This design comes from an exercise in tuning for a short achievable clock period and few clock cycles on the open sky130 flow, not from production work.
In this exercise RTL edits were held to simulation tests only and were not proved equivalent to the original.
Power is estimated from default activity; no workload was simulated.

==> flow/design.v <==
`timescale 1ns/1ps
`default_nettype none
package cim_pkg;
    localparam int N_STORAGE = 16;
    localparam int N_COMP = 22;
    localparam int FRAC_BITS = 10;
    typedef logic signed [N_STORAGE-1:0] storage_t;
    typedef logic signed [N_COMP-1:0] comp_t;
    localparam int NUM_CIMS = 4;
    localparam int BUS_LANES = 3;
    typedef logic [$clog2(NUM_CIMS)-1:0] node_id_t;
    localparam logic [3:0] NOP = 4'd0;
    localparam logic [3:0] PATCH_LOAD_BROADCAST_START_OP = 4'd1;
    localparam logic [3:0] PATCH_LOAD_BROADCAST_OP = 4'd2;
    localparam logic [3:0] DENSE_BROADCAST_START_OP = 4'd3;
    localparam logic [3:0] DENSE_BROADCAST_DATA_OP = 4'd4;
    localparam logic [3:0] PARAM_STREAM_START_OP = 4'd5;
    localparam logic [3:0] PARAM_STREAM_OP = 4'd6;
    localparam int INT_RES_DEPTH = 64;
    localparam int PARAMS_DEPTH = 64;
    typedef logic [$clog2(INT_RES_DEPTH)-1:0] int_res_addr_t;
    typedef logic [$clog2(PARAMS_DEPTH)-1:0] params_addr_t;
    localparam int PATCH_LEN = 8;
    localparam int NUM_PATCHES = 4;
    typedef logic [$clog2(PATCH_LEN+1)-1:0] mac_len_t;
    localparam logic [5:0] PATCH_SLOT_BASE0 = 6'd0;
    localparam logic [5:0] PATCH_SLOT_BASE1 = 6'd8;
    localparam logic [5:0] PATCH_OUT_BASE = 6'd16;    
    localparam logic [5:0] KERNEL_BASE = 6'd0;
    localparam logic [5:0] BIAS_ADDR = 6'd8;
    localparam logic [2:0] MAC_IDLE = 3'd0;
    localparam logic [2:0] MAC_READ = 3'd1;
    localparam logic [2:0] MAC_ACC = 3'd2;
    localparam logic [2:0] MAC_BIAS_READ = 3'd3;
    localparam logic [2:0] MAC_BIAS_ADD = 3'd4;
    localparam logic PROJ_IDLE = 1'b0;
    localparam logic PROJ_MAC = 1'b1;
    localparam logic [1:0] FILL_IDLE = 2'd0;
    localparam logic [1:0] FILL_READ = 2'd1;
    localparam logic [1:0] FILL_LATCH = 2'd2;
endpackage
`default_nettype wire
`timescale 1ns/1ps
`default_nettype none
import cim_pkg::*;
module cim_mem (
    input  logic clk,
    input  logic int_rx_write_en,
    input  logic [5:0] int_rx_addr,
    input  logic [15:0] int_rx_write_data,
    input  logic int_proj_write_en,
    input  logic [5:0] int_proj_addr,
    input  logic [15:0] int_proj_write_data,
    input  logic int_mac_read_en,
    input  logic [5:0] int_mac_addr,
    input  logic int_tx_read_en,
    input  logic [5:0] int_tx_addr,
    output logic [15:0] int_rd_data,    
    input  logic par_rx_write_en,
    input  logic [5:0] par_rx_addr,
    input  logic [15:0] par_rx_write_data,
    input  logic par_mac_read_en,
    input  logic [5:0] par_mac_addr,
    output logic [15:0] par_rd_data
);
    logic [15:0] int_res [INT_RES_DEPTH];
    logic [15:0] params [PARAMS_DEPTH];
    logic [15:0] int_rd_q;
    logic [15:0] par_rd_q;
    logic [5:0] int_rd_addr;
    assign int_rd_addr = int_mac_read_en ? int_mac_addr : int_tx_addr;
    always_ff @(posedge clk) begin
        if (int_rx_write_en) begin
            int_res[int_rx_addr] <= int_rx_write_data;
        end
        if (int_proj_write_en) begin
            int_res[int_proj_addr] <= int_proj_write_data;
        end
        if (par_rx_write_en) begin
            params[par_rx_addr] <= par_rx_write_data;
        end
        if (int_mac_read_en || int_tx_read_en) begin
            int_rd_q <= int_res[int_rd_addr];
        end
        if (par_mac_read_en) begin
            par_rd_q <= params[par_mac_addr];
        end
    end
    assign int_rd_data = int_rd_q;
    assign par_rd_data = par_rd_q;
endmodule
`default_nettype wire
`timescale 1ns/1ps
`default_nettype none
import cim_pkg::*;
module mac_engine (
    input  logic clk,
    input  logic rst_n,
    input  logic mac_start,
    input  logic [3:0] len,
    input  logic [5:0] addr1,
    input  logic [5:0] addr2,
    input  logic [5:0] bias_addr,
    output logic int_rd_read_en,
    output logic [5:0] int_rd_addr,
    input  logic [15:0] int_rd_data,
    output logic par_rd_read_en,
    output logic [5:0] par_rd_addr,
    input  logic [15:0] par_rd_data,
    output logic mac_busy,
    output logic mac_done,
    output logic [15:0] mac_result
);
    logic [2:0] state;
    logic [3:0] len_q;
    logic [3:0] cnt;
    logic [5:0] addr1_q;
    logic [5:0] addr2_q;
    logic [5:0] bias_q;
    logic signed [N_COMP-1:0] acc;
    logic signed [N_COMP-1:0] sum;
    logic signed [2*N_STORAGE-1:0] prod;
    logic signed [2*N_STORAGE-1:0] prod_sh;
    assign int_rd_read_en = (state == MAC_READ);
    assign int_rd_addr = addr1_q + {2'b00, cnt};
    assign par_rd_read_en = (state == MAC_READ) || (state == MAC_BIAS_READ);
    assign par_rd_addr = (state == MAC_BIAS_READ) ? bias_q : addr2_q + {2'b00, cnt};
    assign prod = $signed(int_rd_data) * $signed(par_rd_data);
    assign prod_sh = prod >>> FRAC_BITS;
    assign sum = acc + {{(N_COMP-N_STORAGE){par_rd_data[N_STORAGE-1]}}, par_rd_data};
    assign mac_busy = (state != MAC_IDLE);
    always_ff @(posedge clk) begin
        if (!rst_n) begin
            state <= MAC_IDLE;
            mac_done <= 1'b0;
        end else begin
            mac_done <= 1'b0;
            case (state)
                MAC_IDLE: begin
                    if (mac_start) begin
                        len_q <= len;
                        addr1_q <= addr1;
                        addr2_q <= addr2;
                        bias_q <= bias_addr;
                        cnt <= '0;
                        acc <= '0;
                        state <= MAC_READ;
                    end
                end
                MAC_READ: state <= MAC_ACC;
                MAC_ACC: begin
                    acc <= acc + prod_sh[N_COMP-1:0];   
                    cnt <= cnt + 1'b1;
                    state <= (cnt == len_q - 1'b1) ? MAC_BIAS_READ : MAC_READ;
                end
                MAC_BIAS_READ: state <= MAC_BIAS_ADD;
                MAC_BIAS_ADD: begin
                    mac_result <= sum[N_STORAGE-1:0];
                    mac_done <= 1'b1;
                    state <= MAC_IDLE;
                end
                default: state <= MAC_IDLE;
            endcase
        end
    end
endmodule
`default_nettype wire
`timescale 1ns/1ps
`default_nettype none
import cim_pkg::*;
module bus_rx_ctrl #(
    parameter logic [1:0] NODE_ID = 2'd0
) (
    input  logic clk,
    input  logic rst_n,
    input  logic [3:0] bus_op,
    input  logic [47:0] bus_data,
    input  logic [1:0] bus_target_or_sender,
    output logic int_wr_write_en,
    output logic [5:0] int_wr_addr,
    output logic [15:0] int_wr_write_data,
    output logic par_wr_write_en,
    output logic [5:0] par_wr_addr,
    output logic [15:0] par_wr_write_data,
    output logic patch_ready,
    output logic [5:0] patch_slot,
    output logic load_start,
    output logic tx_start,
    output logic [5:0] tx_addr,
    output logic [1:0] tx_words
);
    logic to_me;
    logic [5:0] rx_addr;
    logic [5:0] rx_cnt;
    logic [1:0] lane;
    logic [$clog2(PATCH_LEN)-1:0] word_idx;
    logic slot;
    logic last_word;
    logic [15:0] lane_data;
    assign to_me = (bus_target_or_sender == NODE_ID);
    always_comb begin
        case (lane)
            2'd0: lane_data = bus_data[15:0];
            2'd1: lane_data = bus_data[31:16];
            2'd2: lane_data = bus_data[47:32];
            default: lane_data = 16'h0000;
        endcase
    end
    always_ff @(posedge clk) begin
        if (!rst_n) begin
            int_wr_write_en <= 1'b0;
            par_wr_write_en <= 1'b0;
            patch_ready <= 1'b0;
            load_start <= 1'b0;
            tx_start <= 1'b0;
            last_word <= 1'b0;
            rx_cnt <= '0;
            lane <= '0;
            word_idx <= '0;
            slot <= 1'b0;
        end else begin
            int_wr_write_en <= 1'b0;
            par_wr_write_en <= 1'b0;
            load_start <= 1'b0;
            tx_start <= 1'b0;
            last_word <= 1'b0;
            patch_ready <= last_word;   
            if (last_word) begin
                patch_slot <= int_wr_addr - 6'(PATCH_LEN - 1);
            end
            case (bus_op)
                PARAM_STREAM_START_OP: begin
                    rx_addr <= bus_data[5:0];
                    rx_cnt <= '0;
                    lane <= '0;
                end
                PARAM_STREAM_OP: begin
                    if (to_me) begin
                        par_wr_write_en <= 1'b1;
                        par_wr_addr <= rx_addr + rx_cnt;
                        par_wr_write_data <= lane_data;
                        rx_cnt <= rx_cnt + 1'b1;
                        lane <= (lane == 2'd2) ? 2'd0 : lane + 1'b1;
                    end
                end
                PATCH_LOAD_BROADCAST_START_OP: begin
                    load_start <= 1'b1;
                    word_idx <= '0;
                    slot <= 1'b0;
                end
                PATCH_LOAD_BROADCAST_OP: begin
                    int_wr_write_en <= 1'b1;
                    int_wr_addr <= (slot ? PATCH_SLOT_BASE1 : PATCH_SLOT_BASE0) + {3'b000, word_idx};
                    int_wr_write_data <= bus_data[15:0];
                    word_idx <= word_idx + 1'b1;
                    if (word_idx == 3'(PATCH_LEN - 1)) begin
                        last_word <= 1'b1;
                        slot <= ~slot;   
                    end
                end
                DENSE_BROADCAST_START_OP: begin
                    if (to_me) begin
                        tx_start <= 1'b1;
                        tx_addr <= bus_data[5:0];
                        tx_words <= bus_data[17:16];
                    end
                end
                default: begin
                end
            endcase
        end
    end
endmodule
`default_nettype wire
`timescale 1ns/1ps
`default_nettype none
import cim_pkg::*;
module patch_proj_ctrl (
    input  logic clk,
    input  logic rst_n,
    input  logic patch_ready,
    input  logic [5:0] patch_slot,
    input  logic load_start,
    input  logic mac_busy,
    input  logic mac_done,
    input  logic [15:0] mac_result,
    input  logic tx_busy,
    output logic int_wr_write_en,
    output logic [5:0] int_wr_addr,
    output logic [15:0] int_wr_write_data,
    output logic mac_start,
    output logic [3:0] mac_len,
    output logic [5:0] mac_addr1,
    output logic [5:0] mac_addr2,
    output logic [5:0] mac_bias_addr,
    output logic is_ready
);
    logic state;
    logic [$clog2(NUM_PATCHES+1)-1:0] patch_idx;
    logic all_done;
    assign mac_len = 4'(PATCH_LEN);
    assign mac_addr2 = KERNEL_BASE;
    assign mac_bias_addr = BIAS_ADDR;
    assign is_ready = all_done & ~mac_busy & ~tx_busy;
    always_ff @(posedge clk) begin
        if (!rst_n) begin
            state <= PROJ_IDLE;
            mac_start <= 1'b0;
            int_wr_write_en <= 1'b0;
            patch_idx <= '0;
            all_done <= 1'b0;
        end else begin
            mac_start <= 1'b0;
            int_wr_write_en <= 1'b0;
            if (int_wr_write_en && patch_idx == 3'(NUM_PATCHES)) begin
                all_done <= 1'b1;
            end
            case (state)
                PROJ_IDLE: begin
                    if (patch_ready) begin
                        mac_start <= 1'b1;
                        mac_addr1 <= patch_slot;
                        state <= PROJ_MAC;
                    end
                end
                PROJ_MAC: begin
                    if (mac_done) begin
                        int_wr_write_en <= 1'b1;
                        int_wr_addr <= PATCH_OUT_BASE + 6'(patch_idx);
                        int_wr_write_data <= mac_result;
                        patch_idx <= patch_idx + 1'b1;
                        state <= PROJ_IDLE;
                    end
                end
                default: state <= PROJ_IDLE;
            endcase
            if (load_start) begin   
                patch_idx <= '0;
                all_done <= 1'b0;
            end
        end
    end
endmodule
`default_nettype wire
`timescale 1ns/1ps
`default_nettype none
import cim_pkg::*;
module bus_tx_fill (
    input  logic clk,
    input  logic rst_n,
    input  logic tx_start,
    input  logic [5:0] tx_addr,
    input  logic [1:0] tx_words,
    output logic int_rd_read_en,
    output logic [5:0] int_rd_addr,
    input  logic [15:0] int_rd_data,
    output logic tx_busy,
    output logic bus_drive,
    output logic [3:0] bus_out_op,
    output logic [47:0] bus_out_data
);
    logic [1:0] state;
    logic [5:0] base;
    logic [1:0] words;
    logic [1:0] idx;
    logic [1:0] lane;
    assign lane = idx + (2'(BUS_LANES) - words);
    assign int_rd_read_en = (state == FILL_READ);
    assign int_rd_addr = base + {4'b0000, idx};
    assign tx_busy = (state != FILL_IDLE);
    assign bus_out_op = bus_drive ? DENSE_BROADCAST_DATA_OP : NOP;
    always_ff @(posedge clk) begin
        if (!rst_n) begin
            state <= FILL_IDLE;
            bus_drive <= 1'b0;
        end else begin
            bus_drive <= 1'b0;
            case (state)
                FILL_IDLE: begin
                    if (tx_start) begin
                        base <= tx_addr;
                        words <= tx_words;
                        idx <= '0;
                        bus_out_data <= '0;   
                        state <= FILL_READ;
                    end
                end
                FILL_READ: state <= FILL_LATCH;
                FILL_LATCH: begin
                    case (lane)
                        2'd0: bus_out_data[15:0] <= int_rd_data;
                        2'd1: bus_out_data[31:16] <= int_rd_data;
                        2'd2: bus_out_data[47:32] <= int_rd_data;
                        default: begin
                        end
                    endcase
                    idx <= idx + 1'b1;
                    if (idx == words - 1'b1) begin
                        bus_drive <= 1'b1;
                        state <= FILL_IDLE;
                    end else begin
                        state <= FILL_READ;
                    end
                end
                default: state <= FILL_IDLE;
            endcase
        end
    end
endmodule
`default_nettype wire
`timescale 1ns/1ps
`default_nettype none
import cim_pkg::*;
module cim_node #(
    parameter logic [1:0] NODE_ID = 2'd0
) (
    input  logic clk,
    input  logic rst_n,
    input  logic [3:0] bus_op,
    input  logic [47:0] bus_data,
    input  logic [1:0] bus_target_or_sender,
    output logic [3:0] bus_out_op,
    output logic [47:0] bus_out_data,
    output logic [1:0] bus_out_target_or_sender,
    output logic bus_drive,
    output logic is_ready
);
    logic patch_ready;
    logic load_start;
    logic tx_start;
    logic tx_busy;
    logic mac_start;
    logic mac_busy;
    logic mac_done;
    logic [1:0] tx_words;
    logic [5:0] patch_slot;
    logic [5:0] tx_addr;
    logic [5:0] mac_addr1;
    logic [5:0] mac_addr2;
    logic [5:0] mac_bias_addr;
    logic [3:0] mac_len;
    logic [15:0] mac_result;
    logic int_rx_write_en;
    logic [5:0] int_rx_addr;
    logic [15:0] int_rx_write_data;
    logic int_proj_write_en;
    logic [5:0] int_proj_addr;
    logic [15:0] int_proj_write_data;
    logic int_mac_read_en;
    logic [5:0] int_mac_addr;
    logic int_tx_read_en;
    logic [5:0] int_tx_addr;
    logic [15:0] int_rd_data;
    logic par_rx_write_en;
    logic [5:0] par_rx_addr;
    logic [15:0] par_rx_write_data;
    logic par_mac_read_en;
    logic [5:0] par_mac_addr;
    logic [15:0] par_rd_data;
    assign bus_out_target_or_sender = NODE_ID;   
    cim_mem u_cim_mem (
        .clk(clk),
        .int_rx_write_en(int_rx_write_en),
        .int_rx_addr(int_rx_addr),
        .int_rx_write_data(int_rx_write_data),
        .int_proj_write_en(int_proj_write_en),
        .int_proj_addr(int_proj_addr),
        .int_proj_write_data(int_proj_write_data),
        .int_mac_read_en(int_mac_read_en),
        .int_mac_addr(int_mac_addr),
        .int_tx_read_en(int_tx_read_en),
        .int_tx_addr(int_tx_addr),
        .int_rd_data(int_rd_data),
        .par_rx_write_en(par_rx_write_en),
        .par_rx_addr(par_rx_addr),
        .par_rx_write_data(par_rx_write_data),
        .par_mac_read_en(par_mac_read_en),
        .par_mac_addr(par_mac_addr),
        .par_rd_data(par_rd_data)
    );
    bus_rx_ctrl #(.NODE_ID(NODE_ID)) u_bus_rx_ctrl (
        .clk(clk),
        .rst_n(rst_n),
        .bus_op(bus_op),
        .bus_data(bus_data),
        .bus_target_or_sender(bus_target_or_sender),
        .int_wr_write_en(int_rx_write_en),
        .int_wr_addr(int_rx_addr),
        .int_wr_write_data(int_rx_write_data),
        .par_wr_write_en(par_rx_write_en),
        .par_wr_addr(par_rx_addr),
        .par_wr_write_data(par_rx_write_data),
        .patch_ready(patch_ready),
        .patch_slot(patch_slot),
        .load_start(load_start),
        .tx_start(tx_start),
        .tx_addr(tx_addr),
        .tx_words(tx_words)
    );
    patch_proj_ctrl u_patch_proj_ctrl (
        .clk(clk),
        .rst_n(rst_n),
        .patch_ready(patch_ready),
        .patch_slot(patch_slot),
        .load_start(load_start),
        .mac_busy(mac_busy),
        .mac_done(mac_done),
        .mac_result(mac_result),
        .tx_busy(tx_busy),
        .int_wr_write_en(int_proj_write_en),
        .int_wr_addr(int_proj_addr),
        .int_wr_write_data(int_proj_write_data),
        .mac_start(mac_start),
        .mac_len(mac_len),
        .mac_addr1(mac_addr1),
        .mac_addr2(mac_addr2),
        .mac_bias_addr(mac_bias_addr),
        .is_ready(is_ready)
    );
    mac_engine u_mac_engine (
        .clk(clk),
        .rst_n(rst_n),
        .mac_start(mac_start),
        .len(mac_len),
        .addr1(mac_addr1),
        .addr2(mac_addr2),
        .bias_addr(mac_bias_addr),
        .int_rd_read_en(int_mac_read_en),
        .int_rd_addr(int_mac_addr),
        .int_rd_data(int_rd_data),
        .par_rd_read_en(par_mac_read_en),
        .par_rd_addr(par_mac_addr),
        .par_rd_data(par_rd_data),
        .mac_busy(mac_busy),
        .mac_done(mac_done),
        .mac_result(mac_result)
    );
    bus_tx_fill u_bus_tx_fill (
        .clk(clk),
        .rst_n(rst_n),
        .tx_start(tx_start),
        .tx_addr(tx_addr),
        .tx_words(tx_words),
        .int_rd_read_en(int_tx_read_en),
        .int_rd_addr(int_tx_addr),
        .int_rd_data(int_rd_data),
        .tx_busy(tx_busy),
        .bus_drive(bus_drive),
        .bus_out_op(bus_out_op),
        .bus_out_data(bus_out_data)
    );
endmodule
`default_nettype wire
==> flow/run.sh <==
#!/bin/bash
# synth_recipe.tcl (not shown) runs the flow's synth.tcl, then flattens the netlist and writes it again
# the make line also repeats each setting of config.mk as NAME=value (left out here)
make -C /OpenROAD-flow-scripts/flow DESIGN_CONFIG=/design/flow/config.mk WORK_HOME=/design/flow/orfs CLKGATE_MAP_FILE= SYNTH_SCRIPT=/design/flow/synth_recipe.tcl finish
==> flow/config.mk <==
export PLATFORM = sky130hd
export DESIGN_NAME = cim_node
export DESIGN_NICKNAME = cim_node
export VERILOG_FILES = /design/flow/design.v
export SDC_FILE = /design/flow/constraint.sdc
export NUM_CORES = 4
export LEC_CHECK = 0
export CAP_MARGIN = 20
export CORE_MARGIN = 2
export CORE_UTILIZATION = 40
export PLACE_DENSITY = 0.6
export SLEW_MARGIN = 20
==> flow/constraint.sdc <==
create_clock -name core_clock -period 10.0 [get_ports {clk}]
set_input_delay 2.0000 -clock core_clock [delete_from_list [all_inputs] [get_ports {clk}]]
set_output_delay 2.0000 -clock core_clock [all_outputs]
set_load 0.01 [all_outputs]
==> summary.txt <==
Outcome: finished clean
Final Hold Viols: 0
Fin nets: 3738
DR WL/cell: 21.11 um
Relative slew margins: 28.63%
Top_reg_cell synth: edfxtp_1
Worst EP arrival: 8050 ps
Most common cell after layout, fill and taps aside: edfxtp_1
Critical path endpoint category: flip-flop
Setup Slack @ Placement: 2373 ps
FF+latch count, synth: 886
Mean area per synthesized cell: 13.95 um2
Setup violations, final: 0
P_leak: 18.47 nW
First-pass GRT wire length: 158.9 mm
Total grt overflow: 0
H-Tree Depth: 3
Slew @ Worst Pin: 1059 ps
Hold slack final: 411.6 ps
Critical path type: reg2reg
Post-CTS Setup Bufs: 0
Clk_skew: 51.28 ps
Synth top area share: 57.08%
RD Place Congestion: 0.8203
Top Ports: 112
Vias/cell: 5.219
Drt total wl: 103.6 mm
Clk network pwr share: 44.2%
GRT Total Usage: 18.08%
Main area contributors after synthesis: edfxtp_1, fa_1, mux4_2, ha_1, nand2_1
Switching power: 1.573 mW
Final WS setup: 2336 ps
Startpoint types: flip-flop
Reg area: 26290 um2
Most frequent cells in the layout: edfxtp_1, nand2_1, inv_1
Ys Warns: 5
Clk slew on worst S/H paths: 60 ps
Setup TNS: 0 ps
Clock tree from TritonCTS: yes
P_int: 6.073 mW
WP data required: 10380 ps
Num CTS Buffers: 93
Max-cap violations: 0
# hold bufs at CTS: 0
Number of I/O port buffers: 106
Period minus WS final: 7664 ps
Vias: 25620
Fin. max-slew vios: 0
P per Cell Area: 150.2 nW/um2
Share of layout cells above drive strength 1: 13.37%
Area delta synth->final: 13.32%
Post-Syn Instances: 3220
Clock sinks: 886
Combinational Power Share: 3.0%
HP Class: reg2reg
Initial core utilization: 40.49%
Core Box Area: 111000 um2
RSZ-0062 raised after global routing: no
Die H: 339.1 um
Antenna violations before repair: 3
Yosys top cell by area: edfxtp_1
Pre-Repair DR Iteration Count: 6
Post-Syn Area: 44930 um2
Clk buf depth: 3
CP max FO: 17
DRC: 0
Worst skew pair latency: 670 ps
Register share of total power: 52.8%
HPWL Detailed: 66.45 mm
Period utilization: 76.64%
Fillers: 9766
Max Clock Freq: 130.5 MHz
Die width: 339.1 um
Max IR drop VDD: 0.0001266 V
CTS Root Cell: clkbuf_16
1st-iter DRT viols: 1855
Largest net degree at the start of global routing: 102
Final ANT Viol Nets: 0
Vias in the first global route: 26110
Switching share of power: 20.58%
Die ar.: 115000 um2
Total power draw: 7.646 mW
Seq/Total Area, Yosys: 58.51%
Ys async rst share: 0%
Post-CTS sizing: 0
Post-synth EDFFs: 854
Rows: 122
Multi-input gate area: 17090 um2
Yosys cell types: 60
==> cell families (layout without fill, tap and decap cells) <==
group                    after synthesis  count (layout)  share of synthesized area, %
XOR/XNOR                              77              77                         1.501
other                                  1               6                      0.008347
adder cells (fa/ha/maj)              337             337                         12.94
AND/OR/NAND/NOR                      781             781                         8.059
flip-flops                           886             886                         58.51
AO/OA/AOI/OAI                        375             375                         4.784
multiplexers                         325             325                         10.31
buffers and inverters                438             633                         3.885
==> layout make-up <==
type	instances	area share [%]
flip-flops and latches	886	51.63
multi-input cells	1900	33.56
clock buffers	125	4.967
well taps	1488	3.657
repair buffers	170	3.084
inverters	294	2.168
clock inverters	44	0.9314
diodes	1	0.004915
==> path summary, 6_finish.rpt <==
path | startpoint | end | slack [ps] | cells after the start
worst min-delay path | u_patch_proj_ctrl.mac_addr1[4] | u_mac_engine.addr1_q[4] | 410 | 0
worst max-delay path | u_cim_mem.par_rd_q[7] | u_mac_engine.acc[15] | 2340 | 26
worst max register to register | u_cim_mem.par_rd_q[7] | u_mac_engine.acc[15] | 2340 | 26
worst min register to register | u_patch_proj_ctrl.mac_addr1[4] | u_mac_engine.addr1_q[4] | 410 | 0
==> critical path, cell delays in order (launching register included) <==
cell      delay (ps)
edfxtp_1         950
nand2_1          180
fa_1             570
inv_1             50
fa_1             490
inv_1             50
fa_1             530
inv_1             50
fa_1             450
fa_1             550
inv_1             60
fa_1             480
inv_1             50
ha_1             300
o21a_1           190
o21ai_0          150
o21ai_0          220
a31oi_1          430
o21bai_1         160
a21oi_1          240
xnor2_1          190
ha_1             280
a21o_1           180
a31oi_1          210
o21ai_0          170
a21oi_1          130
nor3b_1           60
==> layer usage <==
layer	global-route usage, %	vias to the layer above	wire length (um)
li1	-	11710	-
met1	25.58	12980	46500
met2	28.92	782	48310
met3	3.181	143	6362
met4	4.713	0	2424
met5	0	-	0
==> stage by stage <==
| step | instance area [um2] | util, % | instances |
|---|---|---|---|
| after detailed placement | 47900 | 43.16 | 4738 |
| after CTS | 50900 | 45.87 | 4907 |
| after floorplan | 44940 | - | 3224 |
| final | 50910 | 45.88 | 4908 |
| after global routing | 50910 | 45.87 | 4907 |
| after global placement | 47870 | 43.14 | 4737 |
==> registers in the layout, indices dropped and copies added, names as in the netlist, 6 cells and up <==
| name | flops |
|---|---|
| u_bus_rx_ctrl.rx_addr | 6 |
| u_bus_rx_ctrl.par_wr_write_data | 16 |
| u_cim_mem.par_rd_q | 16 |
| u_mac_engine.acc | 16 |
| u_bus_rx_ctrl.int_wr_write_data | 16 |
| u_bus_rx_ctrl.par_wr_addr | 6 |
| u_bus_rx_ctrl.rx_cnt | 6 |
| u_cim_mem.int_res | 384 |
| u_cim_mem.int_rd_q | 16 |
| u_cim_mem.params | 256 |
| u_patch_proj_ctrl.int_wr_write_data | 16 |
| u_bus_tx_fill.bus_out_data | 48 |
| u_mac_engine.mac_result | 16 |
==> power groups by stage <==
stage | Combinational, mW | Clock, mW | Sequential (mW)
6_report | 0.230 | 3.38 | 4.04
5_1_grt | 0.258 | 3.59 | 4.04
4_1_cts | 0.232 | 3.46 | 4.04
3_5_place_dp | 0.230 | 0 | 4.12
3_3_place_gp | 0.229 | 0 | 4.12
2_1_floorplan | 0.157 | 0 | 4.11
==> cells in the mapped netlist, types with 4 or more instances <==
library cell and instances:
a211oi_1 7, a21o_1 18, a21oi_1 127, a221oi_1 16, a31oi_1 4, and2_1 142
and3_1 24, buf_1 9, buf_2 12, buf_4 12, buf_6 4, clkbuf_1 106
clkinv_1 5, dfxtp_1 32, edfxtp_1 854, fa_1 213, ha_1 124, inv_1 289
mux2_2 130, mux2i_1 97, mux4_2 96, nand2_1 391, nand2b_1 26, nand3_1 35
nand4_1 6, nand4b_1 5, nor2_1 98, nor3_1 25, nor4_1 4, o211ai_1 19
o21a_1 7, o21ai_0 135, o21ai_1 17, o21bai_1 6, or2_2 4, or3_1 6
xnor2_1 47, xor2_1 30
Testbench counts, summed over its fixed seeds: cycles 67,367.

## port drivers added, routing unchanged
In the flow no input, the clock included, has a driving cell. The finished layout below was timed again as built, in two steps. Step 1, drivers: a clkbuf_16 drives clk and a buf_2 each remaining input, both assumed. Step 2 moves the port delays by t, midway between the first and last clock arrival at a register: inputs arrive t later, outputs are due t later. That takes back most of the time a late clock gives input paths. Three values: no drivers, after step 1, after step 2; two values: the first two.
t, ns: 0.722
setup slack, ns: 2.336 / 2.336 / 2.336
worst setup path after step 2: register to register
worst slew at a driven data input, ns: 0.04
After both steps this run still meets setup and hold. For this run, drivers alone change the setup slack by 0.000 ns; drivers and shift together by 0.000 ns.
